What follows belongs to an exercise in optimizing a design on an open flow for small area, a short achievable clock period and few clock cycles per item; a production flow would make more cautious choices. At most, simulation tests tie the RTL to the original design; equivalence was not proved. No activity file was given, so power comes from the tool's default toggle rates.

==> exp/cedar: inputs <==
==> flow/design.v <==
`timescale 1ns / 1ps
package sdaq_pkg;
   localparam int QUEUE_DEPTH_DEF = 16;
   localparam int TIME_WIDTH_DEF  = 32;
   localparam int ID_W      = 8;
   localparam int DUR_W     = 16;
   localparam int NOW_W     = 32;
   localparam int TPU_W     = 10;
   localparam int PROD_W    = DUR_W + TPU_W;
   localparam int CNT_OUT_W = 5;
   localparam logic [TPU_W-1:0] TPU_RESET = TPU_W'(100);
   localparam int CSR_ADDR_W = 3;
   localparam int CSR_DATA_W = 32;
   localparam logic [0:0] REG_TICKS_PER_UNIT = 1'b0;
   localparam logic OP_SLEEP = 1'b0;
   localparam logic OP_CHECK = 1'b1;
   localparam logic STATUS_OK   = 1'b0;
   localparam logic STATUS_FULL = 1'b1;
   typedef struct packed {
      logic             operation;
      logic [ID_W-1:0]  waiter_id;
      logic [DUR_W-1:0] duration;
      logic [NOW_W-1:0] now;
   } req_type;
   typedef struct packed {
      logic                 woke;
      logic [ID_W-1:0]      woken_id;
      logic                 last;
      logic                 status;
      logic [CNT_OUT_W-1:0] waiting_count;
   } rsp_type;
   typedef enum logic [3:0] {
      S_IDLE,
      S_MUL,
      S_ADD,
      S_SCAN_RD,
      S_SCAN_CMP,
      S_SHIFT_RD,
      S_SHIFT_WR,
      S_INSERT,
      S_CHK_RD,
      S_CHK_CMP,
      S_REPLY
   } state_type;
endpackage
`timescale 1ns / 1ps
module sdaq_ram #(
   parameter int WIDTH = 8,
   parameter int DEPTH = 16
) (
   input  logic                     clock,
   input  logic                     we,
   input  logic [$clog2(DEPTH)-1:0] waddr,
   input  logic [WIDTH-1:0]         wdata,
   input  logic [$clog2(DEPTH)-1:0] raddr,
   output logic [WIDTH-1:0]         rdata
);
   logic [WIDTH-1:0] mem [DEPTH];
   logic [WIDTH-1:0] rdata_ff;
   always_ff @(posedge clock) begin
      if (we) begin
         mem[waddr] <= wdata;
      end
      rdata_ff <= mem[raddr];
   end
   assign rdata = rdata_ff;
endmodule
`timescale 1ns / 1ps
import sdaq_pkg::*;
module sorted_deadline_alarm_queue #(
   parameter int QUEUE_DEPTH = QUEUE_DEPTH_DEF,
   parameter int TIME_WIDTH  = TIME_WIDTH_DEF
) (
   input  logic                  clock,
   input  logic                  reset,
   input  logic                  req_valid,
   output logic                  req_stall,
   input  sdaq_pkg::req_type     req_data,
   output logic                  rsp_valid,
   input  logic                  rsp_stall,
   output sdaq_pkg::rsp_type     rsp_data,
   input  logic                  psel,
   input  logic                  penable,
   input  logic                  pwrite,
   input  logic [CSR_ADDR_W-1:0] paddr,
   input  logic [CSR_DATA_W-1:0] pwdata,
   output logic [CSR_DATA_W-1:0] prdata,
   output logic                  pready
);
   localparam int N     = QUEUE_DEPTH;
   localparam int TW    = TIME_WIDTH;
   localparam int CNT_W = $clog2(QUEUE_DEPTH + 1);
   localparam int REQ_W = 1 + ID_W + DUR_W + NOW_W;
   localparam int RSP_W = 1 + ID_W + 1 + 1 + CNT_OUT_W;
   localparam int CW = 1 << $clog2(TW);
   function automatic logic time_after(input logic [TW-1:0] a,
                                       input logic [TW-1:0] b);
      logic [CW-1:0] g, p;
      g = '0;
      p = '1;
      for (int i = 0; i < TW - 1; i++) begin
         g[i] = a[i] & ~b[i];
         p[i] = a[i] | ~b[i];
      end
      for (int w = CW / 2; w >= 1; w = w / 2) begin
         for (int j = 0; j < w; j++) begin
            g[j] = g[2*j+1] | (p[2*j+1] & g[2*j]);
            p[j] = p[2*j+1] & p[2*j];
         end
      end
      time_after = (a[TW-1] == b[TW-1]) ? g[0] : !(g[0] | p[0]);
   endfunction
   logic [TPU_W-1:0] tpu_ff;
   logic [TPU_W-1:0] prdata_ff;
   logic             pready_ff;
   logic             apb_access;
   assign apb_access = psel && penable;
   assign pready     = pready_ff;
   assign prdata     = CSR_DATA_W'(prdata_ff);
   always_ff @(posedge clock) begin
      if (reset) begin
         tpu_ff    <= TPU_RESET;
         pready_ff <= 1'b0;
      end else begin
         pready_ff <= apb_access && !pready_ff;
         if (apb_access && pready_ff && pwrite &&
             (paddr[CSR_ADDR_W-1:2] == REG_TICKS_PER_UNIT)) begin
            tpu_ff <= pwdata[TPU_W-1:0];
         end
      end
      prdata_ff <= (paddr[CSR_ADDR_W-1:2] == REG_TICKS_PER_UNIT) ? tpu_ff : '0;
   end
   logic             adv;           
   logic             s1_v, sk_v;
   logic [REQ_W-1:0] s1_d, sk_d;
   logic             accept;
   logic [REQ_W-1:0] req_in;
   assign req_in    = {req_data.operation, req_data.waiter_id,
                       (req_data.operation == OP_SLEEP) ? req_data.duration : DUR_W'(0),
                       req_data.now};
   assign req_stall = sk_v;
   assign accept    = req_valid && !sk_v;
   always_ff @(posedge clock) begin
      if (reset) begin
         s1_v <= 1'b0;
         sk_v <= 1'b0;
      end else if (adv) begin
         s1_v <= sk_v || accept;
         sk_v <= 1'b0;
      end else if (accept) begin
         s1_v <= 1'b1;
         sk_v <= s1_v;
      end
   end
   always_ff @(posedge clock) begin
      if (adv || !s1_v) begin
         s1_d <= sk_v ? sk_d : req_in;
      end
      if (!sk_v) begin
         sk_d <= req_in;
      end
   end
   logic             s1_op;
   logic [ID_W-1:0]  s1_id;
   logic [DUR_W-1:0] s1_dur;
   logic [NOW_W-1:0] s1_now;
   assign {s1_op, s1_id, s1_dur, s1_now} = s1_d;
   function automatic logic [2*TW-1:0] csa(input logic [TW-1:0] a,
                                           input logic [TW-1:0] b,
                                           input logic [TW-1:0] c);
      logic [TW-1:0] cy;
      cy  = (a & b) | (a & c) | (b & c);
      csa = {cy[TW-2:0], 1'b0, a ^ b ^ c};
   endfunction
   function automatic logic [TW-1:0] add_fast(input logic [TW-1:0] a,
                                              input logic [TW-1:0] b);
      logic [TW-1:0] g, p, hp;
      g  = a & b;
      p  = a | b;
      hp = a ^ b;
      for (int l = 0; (1 << l) < TW; l++) begin
         for (int i = 0; i < TW; i++) begin
            if (((i >> l) & 1) == 1) begin
               g[i] = g[i] | (p[i] & g[((i >> l) << l) - 1]);
               p[i] = p[i] & p[((i >> l) << l) - 1];
            end
         end
      end
      add_fast = hp ^ {g[TW-2:0], 1'b0};
   endfunction
   logic [TW-1:0]     pp [TPU_W];
   logic [2*TW-1:0]   t0, t1, t2, u0, u1, v0, v1, w0, x0;
   always_comb begin
      for (int k = 0; k < TPU_W; k++) begin
         pp[k] = tpu_ff[k] ? (TW'(s1_dur) << k) : '0;
      end
      t0 = csa(pp[0], pp[1], pp[2]);
      t1 = csa(pp[3], pp[4], pp[5]);
      t2 = csa(pp[6], pp[7], pp[8]);
      u0 = csa(t0[TW-1:0], t0[2*TW-1:TW], t1[TW-1:0]);
      u1 = csa(t1[2*TW-1:TW], t2[TW-1:0], t2[2*TW-1:TW]);
      v0 = csa(u0[TW-1:0], u0[2*TW-1:TW], u1[TW-1:0]);
      v1 = csa(u1[2*TW-1:TW], pp[9], TW'(s1_now));
      w0 = csa(v0[TW-1:0], v0[2*TW-1:TW], v1[TW-1:0]);
   end
   logic              s2_v;
   logic              s2_op;
   logic [ID_W-1:0]   s2_id;
   logic [3*TW-1:0]   s2_rows;
   logic              s3_v;
   logic              s3_op;
   logic [ID_W-1:0]   s3_id;
   logic [TW-1:0]     s3_key;
   always_ff @(posedge clock) begin
      if (reset) begin
         s2_v <= 1'b0;
         s3_v <= 1'b0;
      end else if (adv) begin
         s2_v <= s1_v;
         s3_v <= s2_v;
      end
   end
   always_ff @(posedge clock) begin
      if (adv) begin
         s2_op  <= s1_op;
         s2_id  <= s1_id;
         s2_rows <= {v1[2*TW-1:TW], w0};
         s3_op  <= s2_op;
         s3_id  <= s2_id;
         s3_key <= add_fast(x0[TW-1:0], x0[2*TW-1:TW]);
      end
   end
   assign x0 = csa(s2_rows[TW-1:0], s2_rows[2*TW-1:TW], s2_rows[3*TW-1:2*TW]);
   localparam int ENT_W = TW + ID_W;
   logic [ENT_W-1:0] ent [N];
   logic [TW-1:0]    e_dl [N];
   logic [ID_W-1:0]  e_id [N];
   logic [CNT_W-1:0] count_ff;
   logic             s4_v;
   logic             s4_op;
   logic [ID_W-1:0]  s4_id;
   logic [TW-1:0]    s4_key;
   logic [N-1:0]     s4_lat;      
   logic [N-1:0] v;               
   logic [N-1:0] raw_lat;         
   logic         new_lat;         
   logic [N-1:0] nxt_lat;         
   logic [N-1:0] at_or_after;     
   logic [N-1:0] sel_hold, sel_left, sel_right, sel_new;
   logic         full, due0, due1;
   logic         out_ready, fire, do_ins, do_pop, s4_done;
   logic [RSP_W-1:0] res;
   always_comb begin
      for (int i = 0; i < N; i++) begin
         raw_lat[i] = time_after(e_dl[i], s3_key);
      end
      new_lat = time_after(s4_key, s3_key);
      at_or_after[0] = !v[0] || s4_lat[0];
      for (int i = 1; i < N; i++) begin
         at_or_after[i] = at_or_after[i-1] || !v[i] || s4_lat[i];
      end
   end
   assign full    = v[N-1];
   assign due0    = v[0] && !s4_lat[0];
   assign due1    = v[1] && !s4_lat[1];
   assign fire    = s4_v && out_ready;
   assign do_ins  = fire && (s4_op == OP_SLEEP) && !full;
   assign do_pop  = fire && (s4_op == OP_CHECK) && due0;
   assign s4_done = !((s4_op == OP_CHECK) && due0 && due1);
   assign adv     = !s4_v || (out_ready && s4_done);
   always_comb begin
      for (int i = 0; i < N; i++) begin
         sel_left[i]  = (i > 0) && do_ins && at_or_after[(i > 0) ? i - 1 : 0];
         sel_new[i]   = do_ins && at_or_after[i] &&
                        !((i > 0) && at_or_after[(i > 0) ? i - 1 : 0]);
         sel_right[i] = (i < N - 1) && do_pop;    
         sel_hold[i]  = !do_pop && !(do_ins && at_or_after[i]);
      end
   end
   always_comb begin
      for (int i = 0; i < N; i++) begin
         nxt_lat[i] = (sel_hold[i] && raw_lat[i])
                    || (sel_left[i] && raw_lat[(i > 0) ? i - 1 : 0])
                    || (sel_right[i] && raw_lat[(i < N - 1) ? i + 1 : i])
                    || (sel_new[i] && new_lat);
      end
   end
   always_ff @(posedge clock) begin
      if (reset) begin
         s4_v <= 1'b0;
      end else if (adv) begin
         s4_v <= s3_v;
      end
   end
   always_ff @(posedge clock) begin
      if (adv) begin
         s4_op  <= s3_op;
         s4_id  <= s3_id;
         s4_key <= s3_key;
         s4_lat <= nxt_lat;
      end else if (do_pop) begin
         s4_lat <= {1'b0, s4_lat[N-1:1]};
      end
   end
   always_comb begin
      if (s4_op == OP_SLEEP) begin
         res = {1'b0, ID_W'(0), 1'b1, full, CNT_OUT_W'(count_ff + CNT_W'(!full))};
      end else if (due0) begin
         res = {1'b1, e_id[0], !due1, STATUS_OK, CNT_OUT_W'(count_ff - 1'b1)};
      end else begin
         res = {1'b0, ID_W'(0), 1'b1, STATUS_OK, CNT_OUT_W'(count_ff)};
      end
   end
   always_ff @(posedge clock) begin
      if (reset) begin
         count_ff <= '0;
         v        <= '0;
      end else if (do_ins) begin
         count_ff <= count_ff + 1'b1;
         v        <= {v[N-2:0], 1'b1};
      end else if (do_pop) begin
         count_ff <= count_ff - 1'b1;
         v        <= {1'b0, v[N-1:1]};
      end
   end
   for (genvar i = 0; i < N; i++) begin : g_ent
      logic [ENT_W-1:0] left_ent, right_ent;
      assign left_ent  = (i > 0) ? ent[(i > 0) ? i - 1 : 0] : '0;
      assign right_ent = (i < N - 1) ? ent[(i < N - 1) ? i + 1 : i] : '0;
      always_ff @(posedge clock) begin
         ent[i] <= ({ENT_W{sel_hold[i]}}  & ent[i])
                 | ({ENT_W{sel_left[i]}}  & left_ent)
                 | ({ENT_W{sel_right[i]}} & right_ent)
                 | ({ENT_W{sel_new[i]}}   & {s4_key, s4_id});
      end
      assign e_dl[i] = ent[i][ENT_W-1:ID_W];
      assign e_id[i] = ent[i][ID_W-1:0];
   end
   logic             r_v, k_v;
   logic [RSP_W-1:0] r_d, k_d;
   logic             take;
   assign out_ready = !k_v;
   assign take      = r_v && !rsp_stall;
   assign rsp_valid = r_v;
   assign rsp_data  = r_d;
   always_ff @(posedge clock) begin
      if (reset) begin
         r_v <= 1'b0;
         k_v <= 1'b0;
      end else if (k_v) begin
         if (take) begin
            k_v <= 1'b0;
         end
      end else if (fire) begin
         r_v <= 1'b1;
         k_v <= r_v && !take;
      end else if (take) begin
         r_v <= 1'b0;
      end
   end
   always_ff @(posedge clock) begin
      if (k_v) begin
         if (take) begin
            r_d <= k_d;
         end
      end else if (!r_v || take) begin
         r_d <= res;
      end
      if (!k_v) begin
         k_d <= res;
      end
   end
endmodule
==> flow/run.sh <==
#!/bin/bash
# synth_recipe.tcl (not shown) runs the flow's synth.tcl, then flattens the netlist and writes it again
# the make line also repeats each setting of config.mk as NAME=value (left out here)
make -C /OpenROAD-flow-scripts/flow DESIGN_CONFIG=/design/flow/config.mk WORK_HOME=/design/flow/orfs CLKGATE_MAP_FILE= SYNTH_SCRIPT=/design/flow/synth_recipe.tcl finish
==> flow/config.mk <==
export PLATFORM = sky130hd
export DESIGN_NAME = sorted_deadline_alarm_queue
export DESIGN_NICKNAME = sorted_deadline_alarm_queue
export VERILOG_FILES = /design/flow/design.v
export SDC_FILE = /design/flow/constraint.sdc
export NUM_CORES = 4
export LEC_CHECK = 0
export ABC_CLOCK_PERIOD_IN_PS = 3000
export CAP_MARGIN = 20
export CORE_MARGIN = 2
export CORE_UTILIZATION = 40
export SETUP_SLACK_MARGIN = 4.8
export SLEW_MARGIN = 20
==> flow/constraint.sdc <==
create_clock -name core_clock -period 8.0 [get_ports {clock}]
set_input_delay 1.6000 -clock core_clock [delete_from_list [all_inputs] [get_ports {clock}]]
set_output_delay 1.6000 -clock core_clock [all_outputs]
set_load 0.01 [all_outputs]
==> inputs of exp/quartz, as changes to exp/cedar <==
--- a/flow/design.v
+++ b/flow/design.v
@@ -133,5 +133,5 @@
    logic             adv;           
-   logic             s1_v, sk_v;
-   logic [REQ_W-1:0] s1_d, sk_d;
-   logic             accept;
+   logic             up;            
+   logic             s1_v;
+   logic [REQ_W-1:0] s1_d;
    logic [REQ_W-1:0] req_in;
@@ -140,4 +140,2 @@
                        req_data.now};
-   assign req_stall = sk_v;
-   assign accept    = req_valid && !sk_v;
    always_ff @(posedge clock) begin
@@ -145,9 +143,4 @@
          s1_v <= 1'b0;
-         sk_v <= 1'b0;
-      end else if (adv) begin
-         s1_v <= sk_v || accept;
-         sk_v <= 1'b0;
-      end else if (accept) begin
-         s1_v <= 1'b1;
-         sk_v <= s1_v;
+      end else if (up) begin
+         s1_v <= req_valid;
       end
@@ -155,7 +148,4 @@
    always_ff @(posedge clock) begin
-      if (adv || !s1_v) begin
-         s1_d <= sk_v ? sk_d : req_in;
-      end
-      if (!sk_v) begin
-         sk_d <= req_in;
+      if (up) begin
+         s1_d <= req_in;
       end
@@ -209,6 +199,13 @@
    logic [3*TW-1:0]   s2_rows;
-   logic              s3_v;
-   logic              s3_op;
-   logic [ID_W-1:0]   s3_id;
-   logic [TW-1:0]     s3_key;
+   logic              s3_v, sk_v;
+   logic              s3_op, sk_op;
+   logic [ID_W-1:0]   s3_id, sk_id;
+   logic [TW-1:0]     s3_key, sk_key;
+   logic [TW-1:0]     s2_key;
+   logic              s3_take;        
+   assign x0        = csa(s2_rows[TW-1:0], s2_rows[2*TW-1:TW], s2_rows[3*TW-1:2*TW]);
+   assign s2_key    = add_fast(x0[TW-1:0], x0[2*TW-1:TW]);
+   assign up        = !sk_v;
+   assign req_stall = sk_v;
+   assign s3_take   = adv || !s3_v;
    always_ff @(posedge clock) begin
@@ -217,5 +214,13 @@
          s3_v <= 1'b0;
-      end else if (adv) begin
-         s2_v <= s1_v;
-         s3_v <= s2_v;
+         sk_v <= 1'b0;
+      end else begin
+         if (up) begin
+            s2_v <= s1_v;
+         end
+         if (s3_take) begin
+            s3_v <= sk_v || (up && s2_v);
+            sk_v <= 1'b0;
+         end else if (up && s2_v) begin
+            sk_v <= 1'b1;
+         end
       end
@@ -223,12 +228,16 @@
    always_ff @(posedge clock) begin
-      if (adv) begin
-         s2_op  <= s1_op;
-         s2_id  <= s1_id;
+      if (up) begin
+         s2_op   <= s1_op;
+         s2_id   <= s1_id;
          s2_rows <= {v1[2*TW-1:TW], w0};
-         s3_op  <= s2_op;
-         s3_id  <= s2_id;
-         s3_key <= add_fast(x0[TW-1:0], x0[2*TW-1:TW]);
+         sk_op   <= s2_op;
+         sk_id   <= s2_id;
+         sk_key  <= s2_key;
+      end
+      if (s3_take) begin
+         s3_op  <= sk_v ? sk_op : s2_op;
+         s3_id  <= sk_v ? sk_id : s2_id;
+         s3_key <= sk_v ? sk_key : s2_key;
       end
    end
-   assign x0 = csa(s2_rows[TW-1:0], s2_rows[2*TW-1:TW], s2_rows[3*TW-1:2*TW]);
    localparam int ENT_W = TW + ID_W;
==> notes.md <==
* Status: finished clean
* DP Worst Slack at 3.38 ns
* Final worst path period share at 43.6%
* Placer Congestion at 0.958
* Logic pwr share at 28.3%
* Fin crit period at 3.49 ns
* Leakage at 0.0257 uW
* Seq pwr at 6260 uW
* Critical Path RT at 8.49 ns
* Crit path launch: s2_rows[2]
* Core Area at 136000 um2
* Most frequent cells in the layout: 897 x nand2_1, 718 x dfxtp_1, 374 x inv_1, 365 x a222oi_1, 270 x edfxtp_1
* Clock buf count at 157
* CP Depth at 16
* Slew Limit Headroom at 21.5%
* Via density at 6.48
* Area of the multi-input gates at 30600 um2
* Netlist cell types at 109
* Worst-Margin Slew at 1.18 ns
* Wire length on met1 at 84000 um
the above is filed under exp/quartz

==> notes.md <==
* Core Area at 137000 um2
* Critical Path RT at 8.45 ns
* Leakage at 0.0257 uW
* Placer Congestion at 0.910
* Fin crit period at 3.48 ns
* Area of the multi-input gates at 30100 um2
* Status: finished clean
* Slew Limit Headroom at 23.2%
* Most frequent cells in the layout: 1035 x nand2_1, 735 x dfxtp_1, 354 x inv_1, 331 x a222oi_1, 270 x edfxtp_1
* Seq pwr at 6200 uW
* Via density at 6.24
* Final worst path period share at 43.5%
* CP Depth at 10
* Wire length on met1 at 78700 um
* Worst-Margin Slew at 1.15 ns
the above is filed under exp/cedar

Testbench counts of exp/quartz, summed over its fixed seeds: cycles 12,863, items 9,600.
The RTL of exp/cedar was laid out without a check of its function.

static timing again, ports no longer ideal:
The flow's constraints put no driver on any port. The routed layouts listed below were extracted and timed again, unchanged, in two steps.
Step 1 (the two cells are an assumption about what drives the block):
set clk [get_ports {clock}]
set_driving_cell -lib_cell sky130_fd_sc_hd__clkbuf_16 $clk
set_driving_cell -lib_cell sky130_fd_sc_hd__buf_2 [delete_from_list [all_inputs] $clk]
Step 2, shift: input delay + t, output delay - t, t = (earliest + latest rising clock arrival at the registers) / 2. This alone moves slack from input paths to output paths.
Three values: ideal ports, drivers, drivers and shift; two values: the first two.
run	t, ns	slack for setup (ns)	clock arrival spread, ns
exp/cedar	0.815	4.522 / 4.522 / 4.522	0.034 / 0.034
exp/quartz	0.818	4.514 / 4.514 / 4.514	0.030 / 0.031
After both steps every run listed still meets setup and hold.
